This design comes from an exercise in tuning for small area on the open sky130 flow, not from production work. Function was checked by simulation only, so behaviour that the tests miss may differ from the original. The flow treats the clock pin as an ideal source, which a real chip does not have. Power is estimated from default activity; no workload was simulated.

==> design/flow/design.v <==
`timescale 1ns/1ns
module cpuCore (
  input  logic        clk,
  input  logic        rstN,
  input  logic        instrValid,
  input  logic [15:0] instr,
  output logic [20:0] wb,
  output logic        hlt
);
  localparam logic [3:0] OpNop = 4'd7;
  logic [3:0]  op1, op2;    
  logic [11:0] f1, f2;      
  logic [3:0]  a2;          
  logic        halted;
  logic        accept;
  assign accept = rstN && instrValid && !halted;
  always_ff @(posedge clk) begin
    op1 <= accept ? instr[15:12] : OpNop;
    f1  <= instr[11:0];
    op2 <= rstN ? op1 : OpNop;
    f2  <= f1;
    a2  <= (op1 == 4'd10) ? f1[11:8] : f1[7:4];
    if (!rstN) begin
      halted <= 1'b0;
    end else if (accept && (instr[15:12] == 4'hf)) begin
      halted <= 1'b1;
    end
  end
  assign hlt = halted && (op1 != 4'hf) && (op2 != 4'hf);
  logic [3:0]  rd, rt;
  logic [7:0]  imm;
  logic [15:0] regs [0:15];
  logic [15:0] opA, opB, res;
  logic        writes;
  assign rd  = f2[11:8];
  assign rt  = f2[3:0];
  assign imm = f2[7:0];
  logic [15:0] selA, selB;
  logic [15:0] grpA [0:5];
  logic [15:0] grpB [0:5];
  assign selA = 16'd1 << a2;
  assign selB = 16'd1 << rt;
  always_comb begin
    for (int k = 0; k < 5; k++) begin
      grpA[k] = (regs[3 * k] & {16{selA[3 * k]}})
              | (regs[3 * k + 1] & {16{selA[3 * k + 1]}})
              | (regs[3 * k + 2] & {16{selA[3 * k + 2]}});
      grpB[k] = (regs[3 * k] & {16{selB[3 * k]}})
              | (regs[3 * k + 1] & {16{selB[3 * k + 1]}})
              | (regs[3 * k + 2] & {16{selB[3 * k + 2]}});
    end
    grpA[5] = regs[15] & {16{selA[15]}};
    grpB[5] = regs[15] & {16{selB[15]}};
    opA = grpA[0] | grpA[1] | grpA[2] | grpA[3] | grpA[4] | grpA[5];
    opB = grpB[0] | grpB[1] | grpB[2] | grpB[3] | grpB[4] | grpB[5];
  end
  logic        sub;
  logic [15:0] opBx, sum, gen, prop;
  logic [15:0] pg, pp;      
  logic [16:0] carry;
  assign sub  = op2[0];
  assign opBx = opB ^ {16{sub}};
  always_comb begin
    gen  = opA & opBx;
    prop = opA ^ opBx;
    pg   = gen;
    pp   = prop;
    pg[0] = gen[0] | (prop[0] & sub);
    for (int l = 1; l <= 4; l++) begin
      for (int j = (1 << l) - 1; j < 16; j += (1 << l)) begin
        pg[j] = pg[j] | (pp[j] & pg[j - (1 << (l - 1))]);
        pp[j] = pp[j] & pp[j - (1 << (l - 1))];
      end
    end
    for (int l = 3; l >= 1; l--) begin
      for (int j = (1 << l) + (1 << (l - 1)) - 1; j < 16; j += (1 << l)) begin
        pg[j] = pg[j] | (pp[j] & pg[j - (1 << (l - 1))]);
        pp[j] = pp[j] & pp[j - (1 << (l - 1))];
      end
    end
    carry[0] = sub;
    for (int i = 0; i < 16; i++) begin
      carry[i + 1] = pg[i];
    end
    sum = prop ^ carry[15:0];
  end
  logic        left;
  logic        fill;
  logic [15:0] shSt [0:4];
  logic [15:0] shRes;
  assign left = (op2[1:0] == 2'd0);
  assign fill = op2[1] & opA[15];
  always_comb begin
    shSt[0] = opA;
    for (int k = 0; k < 4; k++) begin
      for (int i = 0; i < 16; i++) begin
        shSt[k + 1][i] = (!rt[k] & shSt[k][i])
                       | (rt[k] & left & ((i >= (1 << k)) ? shSt[k][(i - (1 << k)) & 15] : 1'b0))
                       | (rt[k] & !left & ((i + (1 << k) <= 15) ? shSt[k][(i + (1 << k)) & 15] : fill));
      end
    end
    shRes = shSt[4];
  end
  logic selLd, selSh, selLg, selAdd;
  assign selLd  = rstN && op2[3];
  assign selSh  = rstN && !op2[3] && op2[2];
  assign selLg  = rstN && !op2[3] && !op2[2] && op2[1];
  assign selAdd = rstN && !op2[3] && !op2[2] && !op2[1];
  always_comb begin
    res = ({16{selLd}}  & (op2[0] ? {{8{imm[7]}}, imm} : {imm, opA[7:0]}))   
        | ({16{selSh}}  & shRes)                                             
        | ({16{selLg}}  & (op2[0] ? (prop & ~opA) : gen))                    
        | ({16{selAdd}} & sum);                                              
  end
  assign writes = (op2 <= 4'd6) || (op2 == 4'd10) || (op2 == 4'd11);
  always_ff @(posedge clk) begin
    if (!rstN) begin
      wb[20] <= 1'b0;
    end else begin
      wb[20] <= writes;
    end
    wb[19:0] <= {rd, res};
    for (int i = 0; i < 16; i++) begin
      if (!rstN || (writes && (rd == i[3:0]))) begin
        regs[i] <= res;
      end
    end
  end
endmodule
==> design/flow/flow/run.sh <==
#!/bin/bash
# Standard ORFS layout with these changes:
#  - synthesis maps combinational logic with flow/abc.script (flow/synth.tcl)
#    and without full-adder cells; registers are left as the standard synthesis
#    makes them;
#  - port buffers use the smallest buffer cell;
#  - clock tree: clkbuf_8 only, larger sink clusters, no dummy loads;
#  - the resizer's buffers are limited to buf_1 and buf_2 (flow/dontuse.tcl).
set -euo pipefail
W=$PWD
DU=$W/flow/dontuse.tcl
bash standard.sh SYNTH_SCRIPT=$W/flow/synth.tcl ADDER_MAP_FILE= \
  "BUFFER_PORTS_ARGS=-buffer_cell sky130_fd_sc_hd__buf_1" \
  "CTS_ARGS=-sink_clustering_enable -repair_clock_nets -dont_use_dummy_load -buf_list {sky130_fd_sc_hd__clkbuf_8} -sink_clustering_size 16 -sink_clustering_max_diameter 100" \
  PRE_GLOBAL_PLACE_TCL=$DU PRE_RESIZE_TCL=$DU PRE_CTS_TCL=$DU PRE_GLOBAL_ROUTE_TCL=$DU PRE_DETAIL_PLACE_TCL=$DU \
  finish > $W/run_make.log 2>&1
==> design/flow/flow/abc.script <==
strash; &get -n; &st; &dch; &nf -R 1000; &put
==> design/flow/flow/dontuse.tcl <==
# Keep the resizer's buffers small: it may use buf_1 and buf_2 only (the
# clock tree names its own buffer).
set_dont_use [get_lib_cells {sky130_fd_sc_hd__buf_4 sky130_fd_sc_hd__buf_6 sky130_fd_sc_hd__buf_8 sky130_fd_sc_hd__buf_12 sky130_fd_sc_hd__buf_16 sky130_fd_sc_hd__bufbuf_8 sky130_fd_sc_hd__bufbuf_16 sky130_fd_sc_hd__clkbuf_4 sky130_fd_sc_hd__clkbuf_16}]
==> design/flow/flow/synth.tcl <==
# The standard synthesis script, with only ABC's mapping script replaced
# (abc.script beside this file). Registers, their names and cell types are
# left exactly as the standard synthesis makes them.
set my_abc_script [file join [file dirname [file normalize [info script]]] abc.script]
if {![file exists $my_abc_script]} {
  error "missing $my_abc_script"
}
proc synth {args} { yosys synth -nofsm -noshare {*}$args }
proc abc {args} {
  set i [lsearch -exact $args -script]
  if {$i >= 0} {
    set args [lreplace $args [expr {$i + 1}] [expr {$i + 1}] $::my_abc_script]
  }
  yosys abc {*}$args
}
source $::env(SCRIPTS_DIR)/synth.tcl
# left out here: clear keep_hierarchy, flatten, clean up, hide names made inside functions, write 1_2_yosys.v
==> design/flow/standard.sh <==
#!/bin/bash
# synth_recipe.tcl (not shown) runs the flow's synth.tcl, then flattens the netlist and writes it again
# the make line also repeats each setting of config.mk as NAME=value (left out here)
make -C /OpenROAD-flow-scripts/flow DESIGN_CONFIG=/design/flow/config.mk WORK_HOME=/design/flow/orfs CLKGATE_MAP_FILE= SYNTH_SCRIPT=/design/flow/synth_recipe.tcl "${@:-finish}"
==> design/flow/config.mk <==
export PLATFORM = sky130hd
export DESIGN_NAME = cpuCore
export DESIGN_NICKNAME = cpuCore
export VERILOG_FILES = /design/flow/design.v
export SDC_FILE = /design/flow/constraint.sdc
export NUM_CORES = 4
export LEC_CHECK = 0
export ABC_AREA = 1
export CAP_MARGIN = 5
export CORE_MARGIN = 2
export CORE_UTILIZATION = 60
export SLEW_MARGIN = 5
==> design/flow/constraint.sdc <==
create_clock -name core_clock -period 6.0 [get_ports {clk}]
set_input_delay 1.2000 -clock core_clock [delete_from_list [all_inputs] [get_ports {clk}]]
set_output_delay 1.2000 -clock core_clock [all_outputs]
set_load 0.01 [all_outputs]
==> results by group, run 1 <==
Worst setup path
  – Arr. time, crit path: 5.72 ns
  – Setup crit start kind: register
  – CP endpoint kind: register
  – Critical Path Source: f2[1]
  – Reg2Reg Launch Point: f2[1]
  – Reg2reg path depth: 18
  – R2R Path End: regs[14][13]
  – Worst EP required: 6.09 ns
  – Setup Crit Path Kind: reg -> reg
  – CP max FO: 17
  – Crit path to: regs[14][13]
  – Reg2Reg Setup Slack: 0.37 ns

Die
  – Core Region: 0.0225 mm^2
  – Die area: 0.0239 mm^2
  – Die height: 155 um
  – Std cell rows: 55
  – I/O Pins: 41
  – Initial Utilization: 60.6%
  – Die X: 155 um

Placed design
  – Gpl congestion: 0.992
  – DP HPWL: 29600 um
  – I/O Buffers: 40
  – Setup slack after placement: 0.211 ns

Timing
  – Final WS setup: 0.372 ns
  – Worst Skew: 0.0719 ns
  – Max-slew violations: 0
  – Slew HR: 13.7%
  – RSZ-0062 raised after global routing: no
  – Tcrit/Tclk final: 93.8%
  – Setup violators final: 0
  – FMAX: 0.178 GHz
  – Endpoints failing hold: 0
  – Crit path time final: 5.63 ns
  – Worst Max-Slew Pin Slew: 1.29 ns
  – Fin Setup TNS: 0 ns
  – Hold_ws: 0.351 ns

Clock tree
  – Clock Sink Count: 314
  – CTS Hold Buffers Added: 0
  – Clk slew on worst S/H paths: 0.10 ns
  – Clk Latency, worst-skew pair: 0.60 ns
  – Num CTS Buffers: 24
  – CTS tree: built

Yosys
  – Most frequent cell after synthesis: edfxtp_1
  – Seq cells post-synth: 314
  – Syn Nets: 1064
  – Yosys warns: 5
  – Top cells by area, synth: edfxtp_1, a222oi_1, dfxtp_1, nor2_1, a21oi_1
  – Synth top area share: 56.4%
  – Seq/Total Area, Yosys: 64.9%
  – Count of cell types in the netlist: 45
  – Top_reg_cell synth: edfxtp_1
  – Synthesized area per cell: 13.0 um^2
  – Fraction of registers with async set/reset: 0%
  – Commonest cells in the netlist: edfxtp_1, a222oi_1, nor2_1, nand2_1, dfxtp_1
  – Post-synth EDFFs: 256
  – Synth area leader: edfxtp_1
  – Mapped cell area: 0.0136 mm^2
  – Synthesized instance count: 1045

Global routing
  – M3 GR Usage: 9.05%
  – Largest net degree at the start of global routing: 24
  – Vias in the first global route: 10300
  – First-pass GRT wire length: 62100 um
  – Gr busiest metal: met2
  – Tot GR Track Use: 34.9%
  – GRT met2 Usage: 54.0%
  – Global route total overflow: 0
  – Antenna violations before repair: 1
  – GR Util met1: 47.4%

Routing
  – Routed wire per std cell: 29.1 um
  – Pre-antenna DRT Iters: 11
  – Via count: 11000
  – Iter 0 DRT Violations: 2215
  – Routed wire length: 42600 um
  – Post-DRT Antenna Nets: 0
  – DR vias/cell: 7.50
  – DRC: 0

Cells and area
  – Final #Nets: 1201
  – Synth-to-layout area growth: 9.67%
  – Layout cells sized above 1: 6.86%
  – Antenna cells: 0

Run
  – Max_cap viols: 0

Hold path
  – Hold Crit Class: reg -> reg
  – Worst Hold Depth: 0
  – Min-delay src: f1[7]

Power and ir drop
  – Pwr dens: 302 mW/mm^2
  – Max VDD drop: 0.000268 V
  – Leak Pwr: 0.00492 uW
  – Total power: 4510 uW

Status
  – Outcome: no timing/DRC/antenna violations
-- stage by stage --
stage               std cells  utilization, %  area, um^2
floorplan                1045               -       13600
global placement         1440            64.8       14600
detailed placement       1440            64.8       14600
CTS                      1464            66.3       14900
global route             1465            66.4       14900
finish                   1465            66.4       14900
-- layer usage --
layer,vias to the layer above,wire (um)
li1,4760,-
met1,5314,15800
met2,795,19200
met3,125,5690
met4,0,1920
met5,-,0
-- cell families after synthesis --
kind of cell | count (synthesis) | synth area share (%)
AOI/OAI and AO/OA | 363 | 20.6
DFF | 314 | 64.9
and+or+nand+nor | 312 | 11.3
xor gates and xnor gates | 35 | 2.25
buffers and inverters | 14 | 0.386
muxes | 6 | 0.477
adders and majority gates | 1 | 0.0734
-- report_power, final --
group | internal, uW | leakage (uW) | switching (uW)
logic | 249 | 0.00163 | 540
registers | 2610 | 0.00312 | 116
clock network | 358 | 0.000173 | 641
total | 3220 | 0.00492 | 1300
-- what timing repair did --
item / in CTS / in global routing
resized for setup: 0 / 8
endpoints found under the setup margin: 0 / 124
buffers inserted: 0 / 1
-- critical path, cell delays in order, from the launching register on --
cell and delay (ns):
dfxtp_1 0.82, nand3_1 0.20, nor2_1 0.75, buf_2 0.29
a222oi_1 0.09, and3_1 0.30, nand3_1 0.10, a21oi_1 0.06
xnor2_1 0.27, xor2_1 0.32, nor2b_1 0.13, a221o_1 0.32
a41oi_1 0.26, nor4_1 0.10, nor2_1 0.18, nor2_1 0.10
or3_1 0.31, nand3_1 0.09, nand3_1 0.50
-- sequential cells by signal (all words and copies together) (netlist names) --
name and count:
halted 1, f1 12, op2 4, op1 4
wb 21, f2 12, regs 256, a2 4
-- cell usage in the layout, fill, tap and decap left out, drive strengths merged, types with 28 or more instances in the layout --
cell type / instances
edfxtp: 256
xnor2: 28
nand2: 64
nand3: 44
a222oi: 160
o21ai: 54
and3: 33
dfxtp: 58
buf: 109
nor2: 94
o22ai: 40
a21oi: 56
-- worst min-delay path by stage --
stage | to | slack [ns]
after floorplan | f2[0] | 0.31
after global placement | f2[9] | 0.34
after detailed placement | f2[7] | 0.33
after CTS | f2[7] | 0.35
after global routing | f2[9] | 0.36
final | f2[7] | 0.35
-- layout make-up --
cell class                      count  area, um^2
Tap cell                          285         357
Multi-Input combinational cell    717        4910
Inverter                           14        56.3
Timing Repair Buffer              111         448
Clock buffer                       24         330
Fill cell                        1725        7550
Sequential cell                   314        8850
==> run 2: changes to the inputs <==
--- a/design/flow/config.mk
+++ b/design/flow/config.mk
@@ -11,2 +11,3 @@
 export CORE_UTILIZATION = 60
+export SETUP_SLACK_MARGIN = 0.1
 export SLEW_MARGIN = 5
==> run 2 against run 1 <==
Sequential power about the same. Synthesized cell count did not move. Clock power fell by 3.4%.
==> results by group, run 2 <==
Cells and area
  – Multi-input logic area: 0.00489 mm^2 (-0.36%)
  – Antenna cells: 0 (unchanged)
  – Storage element area: 0.00885 mm^2 (unchanged)
  – Layout fillers: 1702 (-1.3%)
  – Final #Nets: 1216 (+1.2%)
  – Synth-to-layout area growth: 9.88%
  – Most flops, register: regs
  – Largest regs: regs (256), wb (21)
  – Layout cells sized above 1: 6.86% (about the same)
  – Most frequent cells in the layout: edfxtp_1, a222oi_1, buf_1
  – Commonest non-fill, non-tap cell in the layout: edfxtp_1
  – Fin area: 0.0150 mm^2 (+0.19%)
  – Max FFs per register: 256 (unchanged)

Routing
  – Routed wire length: 41500 um (-2.5%)
  – Pre-antenna DRT Iters: 11 (unchanged)
  – Routed wire per std cell: 28.0 um (-3.5%)
  – DRC: 0 (unchanged)
  – Post-DRT Antenna Nets: 0 (unchanged)
  – Via count: 11000 (+0.47%)
  – DR vias/cell: 7.46 (-0.55%)
  – Iter 0 DRT Violations: 3038 (+37%)

Global routing
  – Global route total overflow: 0 (unchanged)
  – Largest net degree at the start of global routing: 28 (+17%)
  – Tot GR Track Use: 34.2% (-0.75 points)
  – First-pass GRT wire length: 61400 um (-1.0%)
  – Vias in the first global route: 10200 (-1.5%)
  – Antenna violations before repair: 0 (-1)

Yosys
  – Post-synth EDFFs: 256 (unchanged)
  – Fraction of registers with async set/reset: 0% (unchanged)
  – Syn Nets: 1064 (unchanged)
  – Synth area leader: edfxtp_1
  – Synth top area share: 56.4% (unchanged)
  – Count of cell types in the netlist: 45 (unchanged)
  – Mapped cell area: 0.0136 mm^2 (unchanged)
  – Seq/Total Area, Yosys: 64.9% (unchanged)
  – Most frequent cell after synthesis: edfxtp_1
  – Top_reg_cell synth: edfxtp_1
  – Top cells by area, synth: edfxtp_1, a222oi_1, dfxtp_1, nor2_1, a21oi_1
  – Synthesized area per cell: 13.0 um^2 (unchanged)
  – Seq cells post-synth: 314 (unchanged)
  – Commonest cells in the netlist: edfxtp_1, a222oi_1, nor2_1, nand2_1, dfxtp_1
  – Synthesized instance count: 1045 (unchanged)
  – Yosys warns: 5 (unchanged)

Power and ir drop
  – Pwr dens: 299 mW/mm^2 (-1.0%)
  – Leak Pwr: 0.00495 uW (+0.53%)
  – Max VDD drop: 0.000216 V (-19%)

Die
  – Std cell rows: 55 (unchanged)
  – Die X: 155 um (unchanged)
  – Initial Utilization: 60.6% (unchanged)
  – Die height: 155 um (unchanged)
  – Core Region: 0.0225 mm^2 (unchanged)
  – Die area: 0.0239 mm^2 (unchanged)
  – I/O Pins: 41 (unchanged)

Worst setup path
  – R2R Path End: regs[8][13]
  – Reg2Reg Setup Slack: 0.41 ns (+0.04 ns)
  – CP endpoint kind: register
  – Reg2reg path depth: 18 (unchanged)
  – Setup Crit Path Kind: reg -> reg
  – Arr. time, crit path: 5.70 ns (-0.02 ns)
  – CP max FO: 17 (unchanged)
  – Reg2Reg Launch Point: f2[2]
  – Worst EP required: 6.12 ns (+0.03 ns)
  – Setup crit start kind: register

Clock tree
  – CTS tree: built
  – Clock Sink Count: 314 (unchanged)
  – CTS Hold Buffers Added: 0 (unchanged)
  – Clk Latency, worst-skew pair: 0.57 ns (-0.03 ns)
  – Clk slew on worst S/H paths: 0.09 ns (about the same)
  – Num CTS Buffers: 23 (-4.2%)

Timing
  – Worst Max-Slew Pin Slew: 1.23 ns (-0.0599 ns)
  – RSZ-0062 raised after global routing: no
  – Setup violators final: 0 (unchanged)
  – FMAX: 0.179 GHz (+0.71%)
  – Max-slew violations: 0 (unchanged)
  – Tcrit/Tclk final: 93.1% (-0.66 points)
  – Slew HR: 18.1% (+4.4 points)
  – Crit path time final: 5.59 ns (-0.0396 ns)
  – Endpoints failing hold: 0 (unchanged)
  – Fin Setup TNS: 0 ns (unchanged)
  – Worst Skew: 0.0405 ns (-0.0315 ns)

Hold path
  – Worst Hold Depth: 0 (unchanged)
  – Min-delay src: f1[2]
  – Hold EP: f2[2]
  – Hold Crit Class: reg -> reg

Placed design
  – Gpl congestion: 0.962 (-3.0%)
  – I/O Buffers: 40 (unchanged)
  – DP HPWL: 29500 um (-0.64%)
  – Dpl cell area: 0.0146 mm^2 (+0.43%)

Run
  – Max_cap viols: 0 (unchanged)

Status
  – Outcome: no timing/DRC/antenna violations
## run 2: worst max path at each step
stage / from / endpoint / slack [ns] / cells after the start
floorplan: f2[0] / regs[0][6] / 0.12 / 15
global placement: f2[2] / regs[8][15] / 0.39 / 19
detailed placement: f2[2] / regs[0][15] / 0.41 / 19
CTS: f2[2] / regs[0][15] / 0.41 / 19
global route: f2[2] / regs[8][13] / 0.11 / 18
finish: f2[2] / regs[8][13] / 0.41 / 18
## run 2: through the flow
| step | hold slack (ns) | worst slack, ns | cells | util [%] | total power, uW |
|---|---|---|---|---|---|
| after floorplan | 0.310 | 0.123 | 1045 | - | 3240 |
| after global placement | 0.312 | 0.389 | 1455 | 65.1 | 3520 |
| after detailed placement | 0.314 | 0.412 | 1455 | 65.1 | 3530 |
| after CTS | 0.337 | 0.409 | 1478 | 66.5 | 4460 |
| after global routing | 0.342 | 0.108 | 1480 | 66.6 | 4640 |
| final | 0.334 | 0.412 | 1480 | 66.6 | 4470 |
## run 2: cell families after synthesis
logic type | after synthesis | synth area share [%]
fa+ha+maj | 1 | 0.0734
xor+xnor | 35 | 2.25
mux | 6 | 0.477
compound gates | 363 | 20.6
buf+inv | 14 | 0.386
flops | 314 | 64.9
simple gates | 312 | 11.3
## run 2: layer usage
metal | part of all wire (%) | vias up | routed length, um | GRT usage [%]
li1 | - | 4803 | - | -
met1 | 39 | 5289 | 16200 | 49.6
met2 | 45 | 862 | 18600 | 53.0
met3 | 13 | 92 | 5270 | 5.69
met4 | 3.6 | 0 | 1480 | 11.6
met5 | 0 | - | 0 | 0
## run 2: report_power, final
part / switching (uW) / internal (uW) / leakage [uW]
clock: 621 / 345 / 0.000165
sequential: 122 / 2610 / 0.00312
combinational: 527 / 252 / 0.00166
## run 2: final cells by class
| class | instances | area share (%) |
|---|---|---|
| flip-flops and latches | 314 | 59.1 |
| multi-input cells | 717 | 32.7 |
| repair buffers | 127 | 3.42 |
| well taps | 285 | 2.38 |
| clock buffers | 23 | 2.11 |
| inverters | 14 | 0.351 |
## run 2: worst max-delay path: stages (launching register included)
cell and delay (ns):
dfxtp_1 0.69, clkinv_1 0.45, nor4_2 0.56, buf_2 0.42, a222oi_1 0.17, and3_1 0.24
nand3_1 0.10, a21oi_1 0.06, xnor2_1 0.24, xor2_1 0.28, nor2b_1 0.10, a221o_1 0.30
a41oi_1 0.28, nor4_1 0.11, nor2_1 0.19, nor2_1 0.09, or3_1 0.31, nand3_1 0.10
nand3_1 0.46
## run 2: repair_timing
action / 4_1_cts / 5_1_grt
setup buffers: 0 / 2
resized for setup: 0 / 2
hold endpoints to repair: 0 / 0
setup endpoints to repair: 0 / 50

==> separate check: timing with driven ports <==
Ports are ideal in the flow. The routed layouts listed here were re-timed in OpenROAD. Step 1: set_driving_cell puts a clkbuf_16 on clk and a buf_2 on each other input, an assumption about the parent block. Step 2, shift: input delay + t, output delay - t, t = (earliest + latest rising clock arrival at the registers) / 2. This alone moves slack from input paths to output paths. Three values: ideal ports, drivers, drivers and shift; two values: the first two.
| run | shift t [ns] | setup slack, ns | hold WS [ns] | slew at the worst register clock pin (ns) |
|---|---|---|---|---|
| run 1 | 0.608 | 0.372 / 0.372 / 0.372 | 0.351 / 0.351 / 0.351 | 0.10 / 0.10 |
| run 2 | 0.595 | 0.412 / 0.412 / 0.412 | 0.334 / 0.334 / 0.334 | 0.11 / 0.11 |
After both steps every run listed still meets setup and hold.
